Source: an optimization exercise on an open RTL-to-GDS flow (aim: small area). Production flows keep margins and buffers that such runs may drop. Power figures rest on the tool's default switching activity, not on a simulated workload.

==> flow/design.v <==
module cpu_trace_buffer #(
   parameter int DEPTH = 16,
   parameter int AW    = 4,
   parameter int POST  = 8
) (
   input  logic          clock,
   input  logic          reset,
   input  logic [31:0]   cpu_pc,
   input  logic [31:0]   cpu_inst,
   input  logic [31:0]   cpu_aluout,
   input  logic [31:0]   cpu_memout,
   input  logic          arm,
   input  logic [31:0]   trig_pc,
   input  logic          rd_en,
   output logic          rd_valid,
   output logic [31:0]   rd_pc,
   output logic [31:0]   rd_inst,
   output logic [31:0]   rd_aluout,
   output logic [31:0]   rd_memout,
   output logic [1:0]    state,
   output logic [AW:0]   count,
   output logic          triggered
);
   localparam int EW = 128;
   localparam logic [AW:0] LP_FULL = (AW+1)'(DEPTH);
   localparam logic [1:0] S_IDLE = 2'd0;
   localparam logic [1:0] S_PRE  = 2'd1;
   localparam logic [1:0] S_POST = 2'd2;
   localparam logic [1:0] S_DONE = 2'd3;
   logic [1:0]       r_state;
   logic [EW-1:0]    r_ring [DEPTH];
   logic [DEPTH-1:0] r_sel;
   logic [AW:0]      r_count;
   logic [2:0]       r_post;
   logic             r_triggered;
   logic             r_rd_valid;
   logic             w_write;
   logic             w_hit;
   logic             w_read;
   logic             w_rearm;
   logic             w_to_done;
   logic [AW:0]      w_count_inc;
   logic [EW-1:0]    w_rd_entry;
   logic [EW-1:0]    w_wr_entry;
   assign w_wr_entry  = {cpu_pc, cpu_inst, cpu_aluout, cpu_memout};
   assign w_write     = (r_state == S_PRE) || (r_state == S_POST);
   assign w_hit       = (r_state == S_PRE) && (cpu_pc == trig_pc);
   assign w_rearm     = ((r_state == S_IDLE) || (r_state == S_DONE)) && arm;
   assign w_read      = (r_state == S_DONE) && !arm && rd_en && (r_count != '0);
   assign w_to_done   = (r_state == S_POST) && (r_post == 3'd7);
   assign w_count_inc = (r_count == LP_FULL) ? r_count : r_count + 1'b1;
   logic [EW-1:0]    w_ring_in;
   logic             w_rot, w_rot_n;
   assign w_rot   = (r_state == S_DONE);
   assign w_rot_n = ~w_rot;
   for (genvar b = 0; b < EW; b++) begin : g_in
      ctb_ao22 u_ao (
         .a0(r_ring[DEPTH-1][b]), .s0(w_rot),
         .a1(w_wr_entry[b]),      .s1(w_rot_n),
         .y(w_ring_in[b]));
   end
   always_ff @(posedge clock) begin
      r_ring[0] <= w_ring_in;
      for (int i = 1; i < DEPTH; i++) r_ring[i] <= r_ring[i-1];
   end
   always_ff @(posedge clock) begin
      for (int i = 0; i < DEPTH; i++) begin
         if (w_to_done)    r_sel[i] <= (w_count_inc[AW-1:0] == AW'(i));
         else if (!w_read) r_sel[i] <= r_sel[(i + DEPTH - 1) % DEPTH];
      end
   end
   always_ff @(posedge clock) begin
      if (reset) begin
         r_state     <= S_IDLE;
         r_count     <= '0;
         r_post      <= '0;
         r_triggered <= 1'b0;
         r_rd_valid  <= 1'b0;
      end else begin
         r_rd_valid <= w_read;
         case (r_state)
            S_IDLE:  if (arm) r_state <= S_PRE;
            S_PRE:   if (w_hit) r_state <= S_POST;
            S_POST:  if (w_to_done) r_state <= S_DONE;
            default: if (arm) r_state <= S_PRE;
         endcase
         if (w_rearm) begin
            r_count     <= '0;
            r_triggered <= 1'b0;
         end
         if (w_write) r_count <= w_count_inc;
         if (w_read)  r_count <= r_count - 1'b1;
         if (w_hit) begin
            r_triggered <= 1'b1;
            r_post      <= '0;
         end else if (r_state == S_POST) begin
            r_post <= r_post + 1'b1;
         end
      end
   end
   for (genvar b = 0; b < EW; b++) begin : g_rd
      logic [4:0] w_grp_n;
      for (genvar g = 0; g < 5; g++) begin : g_grp
         ctb_aoi222 u_aoi (
            .a0(r_ring[3*g][b]),   .s0(r_sel[3*g]),
            .a1(r_ring[3*g+1][b]), .s1(r_sel[3*g+1]),
            .a2(r_ring[3*g+2][b]), .s2(r_sel[3*g+2]),
            .y(w_grp_n[g]));
      end
      ctb_or_tail u_tail (
         .y_n(w_grp_n), .a(r_ring[15][b]), .s(r_sel[15]), .y(w_rd_entry[b]));
   end
   assign state     = r_state;
   assign count     = r_count;
   assign triggered = r_triggered;
   assign rd_valid  = r_rd_valid;
   assign rd_pc     = w_rd_entry[127:96];
   assign rd_inst   = w_rd_entry[95:64];
   assign rd_aluout = w_rd_entry[63:32];
   assign rd_memout = w_rd_entry[31:0];
endmodule
module ctb_aoi222 (
   input  logic a0, s0, a1, s1, a2, s2,
   output logic y
);
   assign y = ~((a0 & s0) | (a1 & s1) | (a2 & s2));
endmodule
module ctb_or_tail (
   input  logic [4:0] y_n,
   input  logic       a, s,
   output logic       y
);
   assign y = ~(&y_n) | (a & s);
endmodule
module ctb_ao22 (
   input  logic a0, s0, a1, s1,
   output logic y
);
   assign y = (a0 & s0) | (a1 & s1);
endmodule
clock: 5.0 ns
lec_check: 0
cap_margin: 20
core_margin: 2
core_utilization: 40
slew_margin: 20
synth_hierarchical: 1
synth_minimum_keep_size: 0
standard.sh (not shown) runs the stock make flow with config.mk's settings and CLKGATE_MAP_FILE= SYNTH_SCRIPT=/design/flow/synth_recipe.tcl, a recipe that flattens the netlist after the stock synthesis.
==> flow/flow/run.sh <==
#!/bin/bash
# Standard ORFS layout (the standard.sh) with two changes:
#  - port buffers use the smallest buffer cell (buf_1) instead of the default pick
#  - clock tree: larger sink clusters, no dummy loads
set -euo pipefail
bash standard.sh finish \
  "BUFFER_PORTS_ARGS=-buffer_cell sky130_fd_sc_hd__buf_1" \
  "CTS_ARGS=-sink_clustering_enable -repair_clock_nets -dont_use_dummy_load -sink_clustering_size 24 -sink_clustering_max_diameter 100" \
  > make_finish.log 2>&1
Then changed:
--- a/flow/design.v
+++ b/flow/design.v
@@ -26,13 +26,13 @@
    localparam logic [1:0] S_IDLE = 2'd0;
    localparam logic [1:0] S_PRE  = 2'd1;
    localparam logic [1:0] S_POST = 2'd2;
    localparam logic [1:0] S_DONE = 2'd3;
    logic [1:0]       r_state;
    logic [EW-1:0]    r_ring [DEPTH];
-   logic [DEPTH-1:0] r_sel;
+   logic [AW-1:0]    r_pos;
    logic [AW:0]      r_count;
    logic [2:0]       r_post;
    logic             r_triggered;
    logic             r_rd_valid;
    logic             w_write;
    logic             w_hit;
@@ -61,16 +61,14 @@
    end
    always_ff @(posedge clock) begin
       r_ring[0] <= w_ring_in;
       for (int i = 1; i < DEPTH; i++) r_ring[i] <= r_ring[i-1];
    end
    always_ff @(posedge clock) begin
-      for (int i = 0; i < DEPTH; i++) begin
-         if (w_to_done)    r_sel[i] <= (w_count_inc[AW-1:0] == AW'(i));
-         else if (!w_read) r_sel[i] <= r_sel[(i + DEPTH - 1) % DEPTH];
-      end
+      if (w_to_done)   r_pos <= w_count_inc[AW-1:0];
+      else if (!w_read) r_pos <= r_pos + 1'b1;
    end
    always_ff @(posedge clock) begin
       if (reset) begin
          r_state     <= S_IDLE;
          r_count     <= '0;
          r_post      <= '0;
@@ -95,23 +93,32 @@
             r_post      <= '0;
          end else if (r_state == S_POST) begin
             r_post <= r_post + 1'b1;
          end
       end
    end
+   logic [3:0]       w_lo_n, w_hi_n;
+   logic [DEPTH-1:0] w_sel [4];
+   ctb_pre2 u_pre_lo (.a(r_pos[1:0]), .y_n(w_lo_n));
+   ctb_pre2 u_pre_hi (.a(r_pos[3:2]), .y_n(w_hi_n));
+   for (genvar q = 0; q < 4; q++) begin : g_dec
+      for (genvar i = 0; i < DEPTH; i++) begin : g_sel
+         ctb_nor2 u_nor (.a(w_lo_n[i%4]), .b(w_hi_n[i/4]), .y(w_sel[q][i]));
+      end
+   end
    for (genvar b = 0; b < EW; b++) begin : g_rd
       logic [4:0] w_grp_n;
       for (genvar g = 0; g < 5; g++) begin : g_grp
          ctb_aoi222 u_aoi (
-            .a0(r_ring[3*g][b]),   .s0(r_sel[3*g]),
-            .a1(r_ring[3*g+1][b]), .s1(r_sel[3*g+1]),
-            .a2(r_ring[3*g+2][b]), .s2(r_sel[3*g+2]),
+            .a0(r_ring[3*g][b]),   .s0(w_sel[b/32][3*g]),
+            .a1(r_ring[3*g+1][b]), .s1(w_sel[b/32][3*g+1]),
+            .a2(r_ring[3*g+2][b]), .s2(w_sel[b/32][3*g+2]),
             .y(w_grp_n[g]));
       end
       ctb_or_tail u_tail (
-         .y_n(w_grp_n), .a(r_ring[15][b]), .s(r_sel[15]), .y(w_rd_entry[b]));
+         .y_n(w_grp_n), .a(r_ring[15][b]), .s(w_sel[b/32][15]), .y(w_rd_entry[b]));
    end
    assign state     = r_state;
    assign count     = r_count;
    assign triggered = r_triggered;
    assign rd_valid  = r_rd_valid;
    assign rd_pc     = w_rd_entry[127:96];
@@ -135,6 +142,19 @@
 module ctb_ao22 (
    input  logic a0, s0, a1, s1,
    output logic y
 );
    assign y = (a0 & s0) | (a1 & s1);
 endmodule
+module ctb_pre2 (
+   input  logic [1:0] a,
+   output logic [3:0] y_n
+);
+   always_comb
+      for (int i = 0; i < 4; i++) y_n[i] = ~(a == 2'(i));
+endmodule
+module ctb_nor2 (
+   input  logic a, b,
+   output logic y
+);
+   assign y = ~(a | b);
+endmodule
What happened: Die area fell slightly. Non-clock buffer count rose by 56. Cell count rose slightly. Power fell by roughly a tenth. Count of clock-buffer cells in the layout fell by 1. Via count rose slightly. Global-route usage rose by 0.56 points. Design area rose slightly. Utilization rose by 0.65 points.
Function was not checked in any run of this note: the RTL went through the layout flow alone.

[what the ideal ports hide]
Ports are ideal in the flow. The routed layouts listed here were re-timed in OpenROAD. Step 1 (the two cells are an assumption about what drives the block):
set clk [get_ports {clock}]
set_driving_cell -lib_cell sky130_fd_sc_hd__clkbuf_16 $clk
set_driving_cell -lib_cell sky130_fd_sc_hd__buf_2 [delete_from_list [all_inputs] $clk]
Step 2 times the ports against the registers' clock, not the clock port: input delays grow and output delays shrink by t, the midpoint of the rising clock arrivals with the driver on. a / b / c = no drivers / after step 1 / after step 2; a / b = the first two.
| run | shift t [ns] | setup WS [ns] | worst setup path at the end | pins driven straight from the clock port |
|---|---|---|---|---|
| the first run | 0.774 | 1.026 / 0.953 / 1.727 | register to output | 1 |
| the second run | 0.796 | 0.303 / 0.225 / 1.021 | register to output | 1 |
After both steps every run listed still meets setup and hold.
